This is an optimization exercise on Yosys and OpenROAD, whose aim is small area, a short achievable clock period and few clock cycles per item, not a production implementation. In this exercise RTL edits were held to simulation tests only and were not proved equivalent to the original.

`run.sh`:
```
#!/bin/bash
# synth_recipe.tcl (not shown) runs the flow's synth.tcl, then flattens the netlist and writes it again
# the make line also repeats each setting of config.mk as NAME=value (left out here)
make -C /OpenROAD-flow-scripts/flow DESIGN_CONFIG=/design/flow/config.mk WORK_HOME=/design/flow/orfs CLKGATE_MAP_FILE= SYNTH_SCRIPT=/design/flow/synth_recipe.tcl finish
```
`config.mk`:
```
export PLATFORM = sky130hd
export DESIGN_NAME = patch_top
export DESIGN_NICKNAME = patch_top
export VERILOG_FILES = /design/flow/design.v
export SDC_FILE = /design/flow/constraint.sdc
export NUM_CORES = 4
export LEC_CHECK = 0
export CAP_MARGIN = 20
export CORE_AREA = 10 10 990 990
export DIE_AREA = 0 0 1000 1000
export PLACE_DENSITY = 0.3
export SLEW_MARGIN = 20
```
`constraint.sdc`:
```
create_clock -name core_clock -period 18.0 [get_ports {clock}]
set_input_delay 3.6000 -clock core_clock [delete_from_list [all_inputs] [get_ports {clock}]]
set_output_delay 3.6000 -clock core_clock [all_outputs]
set_load 0.01 [all_outputs]
```
`design.v`:
```
package membrane_pkg;
	typedef logic signed [18-1:0] sample_t;           
	typedef logic [18-1:0] rho_t;                     
	typedef logic [$clog2(16)-1:0] node_addr_t;     
	typedef logic [$clog2(3)-1:0] layer_sel_t;
	typedef struct packed {
		sample_t [16-1:0] node;
	} grid_t;
	typedef struct packed {
		sample_t [4-1:0] left;
		sample_t [4-1:0] right;
		sample_t [4-1:0] up;
		sample_t [4-1:0] down;
	} edge_t;
	typedef struct packed {
		sample_t current;
		sample_t previous;
		sample_t right;
		sample_t left;
		sample_t up;
		sample_t down;
	} stencil_t;
	typedef enum logic [3:0] {
		s_idle, s_center, s_right, s_left, s_up, s_down, s_compute, s_write, s_rotate
	} sweep_state_t;
	typedef enum logic [2:0] {rd_center, rd_right, rd_left, rd_up, rd_down} read_sel_t;
endpackage
`timescale 1ns/1ps
module node_counter (
	input  logic                    clock,
	input  logic                    reset,
	input  logic                    step,
	input  logic                    clear,
	output membrane_pkg::node_addr_t node,
	output logic                    at_top,
	output logic                    at_bottom,
	output logic                    at_left,
	output logic                    at_right,
	output logic                    last_node
);
	localparam int NODE_W = $clog2(16);
	localparam int DIM_W = $clog2(4);
	localparam logic [DIM_W-1:0] EDGE_IDX = DIM_W'(4 - 1);
	logic [DIM_W-1:0] row;
	logic [DIM_W-1:0] col;
	always_ff @(posedge clock) begin
		if (!reset) begin
			node <= '0;
		end else if (clear) begin
			node <= '0;                           
		end else if (step) begin
			node <= node + NODE_W'(1);
		end
	end
	assign col = node[DIM_W-1:0];
	assign row = node[2*DIM_W-1:DIM_W];
	assign at_top    = (row == '0);
	assign at_bottom = (row == EDGE_IDX);
	assign at_left   = (col == '0);
	assign at_right  = (col == EDGE_IDX);
	assign last_node = (node == NODE_W'(16 - 1));
endmodule
`timescale 1ns/1ps
module sweep_fsm (
	input  logic                      clock,
	input  logic                      reset,
	input  logic                      start,
	input  logic                      load,
	input  logic                      last_node,
	output membrane_pkg::sweep_state_t state,
	output logic                      step,
	output logic                      clear,
	output logic                      read_en,
	output membrane_pkg::read_sel_t    read_sel,
	output logic                      mem_we,
	output logic                      rotate,
	output logic                      load_en,
	output logic                      busy,
	output logic                      done
);
	membrane_pkg::sweep_state_t next_state;
	always_ff @(posedge clock) begin
		if (!reset) begin
			state <= membrane_pkg::s_idle;
			done  <= 1'b0;
		end else begin
			state <= next_state;
			done  <= (state == membrane_pkg::s_rotate);      
		end
	end
	always_comb begin
		case (state)
			membrane_pkg::s_idle:    next_state = start ? membrane_pkg::s_center : membrane_pkg::s_idle;
			membrane_pkg::s_center:  next_state = membrane_pkg::s_right;
			membrane_pkg::s_right:   next_state = membrane_pkg::s_left;
			membrane_pkg::s_left:    next_state = membrane_pkg::s_up;
			membrane_pkg::s_up:      next_state = membrane_pkg::s_down;
			membrane_pkg::s_down:    next_state = membrane_pkg::s_compute;
			membrane_pkg::s_compute: next_state = membrane_pkg::s_write;
			membrane_pkg::s_write:   next_state = last_node ? membrane_pkg::s_rotate : membrane_pkg::s_center;
			membrane_pkg::s_rotate:  next_state = membrane_pkg::s_idle;
			default:   next_state = membrane_pkg::s_idle;
		endcase
	end
	always_comb begin
		case (state)
			membrane_pkg::s_right: read_sel = membrane_pkg::rd_right;
			membrane_pkg::s_left:  read_sel = membrane_pkg::rd_left;
			membrane_pkg::s_up:    read_sel = membrane_pkg::rd_up;
			membrane_pkg::s_down:  read_sel = membrane_pkg::rd_down;
			default: read_sel = membrane_pkg::rd_center;
		endcase
	end
	assign read_en = (state == membrane_pkg::s_center) || (state == membrane_pkg::s_right)
		|| (state == membrane_pkg::s_left) || (state == membrane_pkg::s_up)
		|| (state == membrane_pkg::s_down);
	assign mem_we  = (state == membrane_pkg::s_write);
	assign rotate  = (state == membrane_pkg::s_rotate);
	assign step    = (state == membrane_pkg::s_write);
	assign clear   = (state == membrane_pkg::s_idle) || (state == membrane_pkg::s_write && last_node);
	assign load_en = (state == membrane_pkg::s_idle) && load;      
	assign busy    = (state != membrane_pkg::s_idle);
endmodule
`timescale 1ns/1ps
module layer_memory (
	input  logic                     clock,
	input  logic                     reset,
	input  logic                     load_en,
	input  membrane_pkg::grid_t      hit,
	input  membrane_pkg::node_addr_t read_addr,
	output membrane_pkg::sample_t    read_current,
	output membrane_pkg::sample_t    read_previous,
	input  logic                     we,
	input  membrane_pkg::node_addr_t write_addr,
	input  membrane_pkg::sample_t    write_data,
	input  logic                     rotate,
	output membrane_pkg::grid_t      newest
);
	localparam int LAYER_W = $clog2(3);
	membrane_pkg::sample_t    bank [3][16];
	membrane_pkg::layer_sel_t ptr;                                   
	membrane_pkg::layer_sel_t prev_sel;
	membrane_pkg::layer_sel_t cur_sel;
	membrane_pkg::layer_sel_t new_sel;
	function automatic membrane_pkg::layer_sel_t next_sel(input membrane_pkg::layer_sel_t sel);
		next_sel = (sel == LAYER_W'(3 - 1)) ? '0 : sel + LAYER_W'(1);
	endfunction
	assign prev_sel = ptr;
	assign cur_sel  = next_sel(ptr);
	assign new_sel  = next_sel(cur_sel);
	always_ff @(posedge clock) begin
		if (!reset) begin
			ptr <= '0;
			for (int l = 0; l < 3; l++) begin
				for (int n = 0; n < 16; n++) begin
					bank[l][n] <= '0;
				end
			end
		end else begin
			if (load_en) begin
				for (int n = 0; n < 16; n++) begin
					bank[cur_sel][n]  <= hit.node[n];
					bank[prev_sel][n] <= '0;      
				end
			end else if (we) begin
				bank[new_sel][write_addr] <= write_data;
			end
			if (rotate) begin
				ptr <= cur_sel;                   
			end
		end
	end
	assign read_current  = bank[cur_sel][read_addr];
	assign read_previous = bank[prev_sel][read_addr];
	always_comb begin
		for (int n = 0; n < 16; n++) begin
			newest.node[n] = bank[new_sel][n];
		end
	end
endmodule
`timescale 1ns/1ps
module neighbor_gather (
	input  logic                      clock,
	input  logic                      reset,
	input  membrane_pkg::sweep_state_t state,
	input  logic                      read_en,
	input  membrane_pkg::read_sel_t    read_sel,
	input  membrane_pkg::node_addr_t   node,
	input  logic                      at_top,
	input  logic                      at_bottom,
	input  logic                      at_left,
	input  logic                      at_right,
	input  membrane_pkg::edge_t        edges,
	input  membrane_pkg::sample_t      read_current,
	input  membrane_pkg::sample_t      read_previous,
	output membrane_pkg::node_addr_t   read_addr,
	output membrane_pkg::stencil_t     stencil
);
	localparam int NODE_W = $clog2(16);
	localparam int DIM_W = $clog2(4);
	localparam membrane_pkg::node_addr_t ROW_STEP = NODE_W'(4);
	logic [DIM_W-1:0] row;
	logic [DIM_W-1:0] col;
	assign col = node[DIM_W-1:0];
	assign row = node[2*DIM_W-1:DIM_W];
	always_comb begin
		case (state)
			membrane_pkg::s_right: read_addr = at_right  ? node : node + NODE_W'(1);
			membrane_pkg::s_left:  read_addr = at_left   ? node : node - NODE_W'(1);
			membrane_pkg::s_up:    read_addr = at_top    ? node : node - ROW_STEP;
			membrane_pkg::s_down:  read_addr = at_bottom ? node : node + ROW_STEP;
			default: read_addr = node;
		endcase
	end
	always_ff @(posedge clock) begin
		if (!reset) begin
			stencil <= '0;
		end else if (read_en) begin
			case (read_sel)
				membrane_pkg::rd_center: begin
					stencil.current  <= read_current;    
					stencil.previous <= read_previous;
				end
				membrane_pkg::rd_right: stencil.right <= at_right  ? edges.right[row] : read_current;
				membrane_pkg::rd_left:  stencil.left  <= at_left   ? edges.left[row]  : read_current;
				membrane_pkg::rd_up:    stencil.up    <= at_top    ? edges.up[col]    : read_current;
				membrane_pkg::rd_down:  stencil.down  <= at_bottom ? edges.down[col]  : read_current;
				default:  stencil <= stencil;
			endcase
		end
	end
endmodule
`timescale 1ns/1ps
module node_update (
	input  logic                   clock,
	input  logic                   reset,
	input  logic                   compute,
	input  membrane_pkg::stencil_t stencil,
	input  membrane_pkg::rho_t     rho,
	output membrane_pkg::sample_t  result
);
	localparam logic signed [39:0] SAT_MAX = (40'sd1 <<< (18 - 1)) - 40'sd1;
	localparam logic signed [39:0] SAT_MIN = -(40'sd1 <<< (18 - 1));
	logic signed [20:0] laplacian;
	logic signed [39:0] product;
	logic signed [39:0] total;
	membrane_pkg::sample_t            saturated;
	always_comb begin
		laplacian = $signed(stencil.right) + $signed(stencil.left)
			+ $signed(stencil.up) + $signed(stencil.down)
			- ($signed(stencil.current) <<< 2);
		product = laplacian * $signed({1'b0, rho});      
		total = (product >>> 17) + ($signed(stencil.current) <<< 1)
			- $signed(stencil.previous);
		if (total > SAT_MAX) begin
			saturated = SAT_MAX[18-1:0];
		end else if (total < SAT_MIN) begin
			saturated = SAT_MIN[18-1:0];
		end else begin
			saturated = total[18-1:0];
		end
	end
	always_ff @(posedge clock) begin
		if (!reset) begin
			result <= '0;
		end else if (compute) begin
			result <= saturated;                      
		end
	end
endmodule
`timescale 1ns/1ps
module patch_top (
	input  logic                clock,
	input  logic                reset,
	input  logic                load,
	input  logic [16*18-1:0]   hit,        
	input  logic                               start,
	input  logic [4*4*18-1:0]  edges,      
	input  logic [18-1:0]               rho,        
	output logic [16*18-1:0]   grid,       
	output logic                busy,
	output logic                done
);
	membrane_pkg::sweep_state_t state;
	membrane_pkg::read_sel_t    read_sel;
	membrane_pkg::node_addr_t   node;
	membrane_pkg::node_addr_t   read_addr;
	membrane_pkg::sample_t      read_current;
	membrane_pkg::sample_t      read_previous;
	membrane_pkg::sample_t      result;
	membrane_pkg::stencil_t     stencil;
	membrane_pkg::grid_t        newest;
	logic step, clear, read_en, mem_we, rotate, load_en, last_node;
	logic at_top, at_bottom, at_left, at_right;
	sweep_fsm u_fsm (
		.clock(clock), .reset(reset), .start(start), .load(load), .last_node(last_node),
		.state(state), .step(step), .clear(clear), .read_en(read_en), .read_sel(read_sel),
		.mem_we(mem_we), .rotate(rotate), .load_en(load_en), .busy(busy), .done(done)
	);
	node_counter u_counter (
		.clock(clock), .reset(reset), .step(step), .clear(clear), .node(node),
		.at_top(at_top), .at_bottom(at_bottom), .at_left(at_left), .at_right(at_right),
		.last_node(last_node)
	);
	layer_memory u_memory (
		.clock(clock), .reset(reset), .load_en(load_en), .hit(hit), .read_addr(read_addr),
		.read_current(read_current), .read_previous(read_previous), .we(mem_we),
		.write_addr(node), .write_data(result), .rotate(rotate), .newest(newest)
	);
	neighbor_gather u_gather (
		.clock(clock), .reset(reset), .state(state), .read_en(read_en), .read_sel(read_sel),
		.node(node), .at_top(at_top), .at_bottom(at_bottom), .at_left(at_left),
		.at_right(at_right), .edges(edges), .read_current(read_current),
		.read_previous(read_previous), .read_addr(read_addr), .stencil(stencil)
	);
	node_update u_update (
		.clock(clock), .reset(reset), .compute(state == membrane_pkg::s_compute), .stencil(stencil),
		.rho(rho), .result(result)
	);
	always_ff @(posedge clock) begin
		if (!reset) begin
			grid <= '0;
		end else if (rotate) begin
			grid <= newest;                           
		end
	end
endmodule
```
==> qor.csv <==
metric,value,unit
status,timing/DRC/antenna clean,
CP Launch Point,u_gather.stencil[19],
"Req. time, crit path",18.85,ns
Synth-to-Final Area Change,33.6,%
"Arr. time, crit path",16.86,ns
Slew @ Worst Pin,1.29,ns
DRC errors left,0,
H-tree depth,4,
vias in the first global route,95500,
GRT Util Overall,15.1,%
gr ovfl total,0,
Synth Area in XOR/XNOR,0.943,%
Crit-path slowest cell,or4b_2,
Core Region,957000,um^2
CP Capture Type,flip-flop,
Clock Path Buffers,4,
hold crit path type,flip-flop to flip-flop,
Max stage delay on crit path,0.66,ns
top post-synthesis cells by area,"dfxtp_1 33%, nand2_1 11%, fa_1 8.8%, o21ai_0 6.6%, a21oi_1 6.4%",
CP max FO,26,
die span in y,1000,um
syn nets,13500,
Die ar.,1000000,um^2
placer congestion estimate,0.854,
ys flop type,dfxtp_1,
Initial Util,9.98,%
Post-synth top cells,"2684 x nand2_1, 1577 x dfxtp_1, 1262 x o21ai_0",
number of setup violations in the final report,0,
Routed WL per cell,30.9,um
"CTS clk-pin slew, worst paths",0.06,ns
relative max-transition margin,13.7,%
post-synthesis adder-cell area fraction,11.3,%
clock skew,0.103,ns
largest net degree at the start of global routing,180,
Synth Area in Simple Gates,19.0,%
"Setup Fix Bufs, Post-CTS",0,
Yosys cell types,81,
Final TNS setup,0,ns
Slew Limit Fails,0,
setup slack at placement,1.90,ns
Post-DRT Antenna Nets,0,
WHS,0.448,ns
RR Startpoint,u_gather.stencil[19],
global-route wire length before repair,1010000,um
RSZ-0062 raised after global routing,false,
post-layout util,13.3,%
clock latency on the worst-skew pair,0.99,ns
initial antenna violation count,314,
yosys warns,6,
Rows,359,
Post-Syn Area,95500,um^2
post_cts resized,0,
crit-path most repeated cell,fa_1,
Top Ports,888,
port bufs,887,
main combinational cell family by area after synthesis,compound AO/OA/AOI/OAI gates,
post-synthesis mux area share,5.64,%
CTS Hold Bufs,0,
R2R cell count,62,
crit share post-route,88.9,%
startpoint types,flip-flop,
vias per inst,3.83,
drt total wl,793000,um
initial drt markers,9660,
Syn Inst Count,12300,
top-count cell post-synth,nand2_1,
Yosys top cell area share,33.1,%
CTS buffer count,211,
Final Hold Fails,0,
CTS tree,done,
Setup crit end,u_update.result[1],
Post-synth EDFFs,0,
Vias,98500,
Compound-Gate Fraction of Synth Area,23.5,%
Setup WS post-layout,2.00,ns
syn_area_per_cell,7.77,um^2
flop-to-flop setup slack,2.00,ns
die width,1000,um
reg-to-reg endpoint,u_update.result[1],
Root Buffer,clkbuf_16,
Tmin final,16.00,ns
Final nets,14000,
max_cap viols,0,
dpl hpwl,603000,um
sequential area share after synthesis,33.1,%
fmax,62.5,MHz
Synth Register Bits,1577,
TritonRoute pass-1 iters,8,
ys async rst share,0,%
CTS sink count,1577,
Synth area leader,dfxtp_1,
layout cells sized above 1,7.81,%
WS Path Type,flip-flop to flip-flop,
[placed cells by master, fill, tap and decap left out, types with 56 or more instances in the layout]
master / Yosys / final
nand2_1: 2684 / 2676
dfxtp_1: 1577 / 1571
o21ai_0: 1262 / 1245
a21oi_1: 1228 / 1227
clkdlybuf4s50_1: 0 / 884
and2_1: 750 / 748
inv_1: 616 / 615
fa_1: 421 / 421
mux2i_1: 369 / 358
buf_4: 8 / 338
a22oi_1: 327 / 327
a211oi_1: 310 / 309
nor2_1: 328 / 237
clkbuf_16: 0 / 214
a311oi_1: 214 / 193
ha_1: 188 / 188
a31oi_1: 185 / 176
nand3_1: 174 / 173
diode_2: 0 / 134
a21o_1: 81 / 81
nor3_1: 82 / 72
mux4_2: 72 / 72
xnor2_1: 60 / 59
nor2_4: 0 / 56
[logic make-up (layout without fill, tap and decap cells)]
logic type,Yosys count,after routing
adder cells (fa/ha/maj),609,609
AND/OR/NAND/NOR,4149,4149
XOR/XNOR,102,102
other,0,134
buffers and inverters,1618,2245
flip-flops,1577,1577
multiplexers,447,447
AO/OA/AOI/OAI,3794,3794
[metal layers]
metal  global-route usage [%]  up-vias  routed length, um
met3                     5.01     1074              73000
met5                        0        -                662
met1                     18.2    49900             318000
met2                     24.3     4185             359000
li1                         -    43200                  -
met4                     7.28      102              43000
[worst max-delay path: cells and delay by family (launching register included)]
family	cells	cell delay [ns]
and+or+nand+nor	10	2.62
xor gates and xnor gates	2	0.31
buffers and inverters	8	0.75
adders and majority gates	14	6.07
AOI/OAI and AO/OA	28	5.76
DFF	1	0.33
[flip-flops by register name (all words and copies together) (netlist names)]
name / cells
grid: 288
u_counter.node: 4
u_fsm.done: 1
u_fsm.state: 4
u_gather.stencil: 108
u_memory.bank: 1152
u_memory.ptr: 2
u_update.result: 18
[metrics by stage]
| stage | cells | cell area (um^2) |
|---|---|---|
| floorplan | 12300 | 95500 |
| global placement | 25200 | 120000 |
| detailed placement | 25200 | 120000 |
| CTS | 25600 | 127000 |
| global route | 25600 | 127000 |
| finish | 25700 | 128000 |
[cell type report]
cell class	instances	area, um^2
well taps	12600	15800
multi-input cells	9101	58600
repair buffers	1248	11900
fillers	110000	829000
clock buffers	313	6270
diodes	134	335
flip-flops and latches	1577	31600
inverters	616	2320
clock inverters	68	766
[worst min-delay path by stage]
stage | start | endpoint | depth (start not counted) | slack, ns
floorplan | u_memory.bank[51][0] | u_memory.bank[51][0] | 1 | 0.42
global placement | u_memory.bank[55][0] | u_memory.bank[55][0] | 1 | 0.43
detailed placement | u_memory.bank[51][2] | u_memory.bank[51][2] | 1 | 0.44
CTS | u_memory.bank[51][2] | u_memory.bank[51][2] | 1 | 0.45
global route | u_memory.bank[63][11] | u_memory.bank[63][11] | 1 | 0.46
finish | u_memory.bank[51][2] | u_memory.bank[51][2] | 1 | 0.45
Testbench counts, summed over its fixed seeds: cycles 58,376, sweeps 512.

==> what the ideal ports hide <==
No port has a modelled driver above. Below, the same layout with a new extraction and two added sets of constraints. Step 1 assumes that a clkbuf_16 drives the clock port and a buf_2 every other input. Step 2 adds t to the input delays and takes it off the output delays; t is the mean of the earliest and latest rising clock arrival at the registers after step 1. Input paths then give back, and output paths get back, about the clock's delay inside the block. Three values: ideal, step 1, step 2; two values: the first two.
shift t [ns]: 1.075
slack for setup (ns): 1.995 / 1.995 / 1.995
worst data-port slew with drivers (ns): 0.48
cell pins on the clock port's net: 1
After both steps this run still meets setup and hold. The setup slack of this run moves by 0.000 ns with the drivers and by 0.000 ns with both steps.
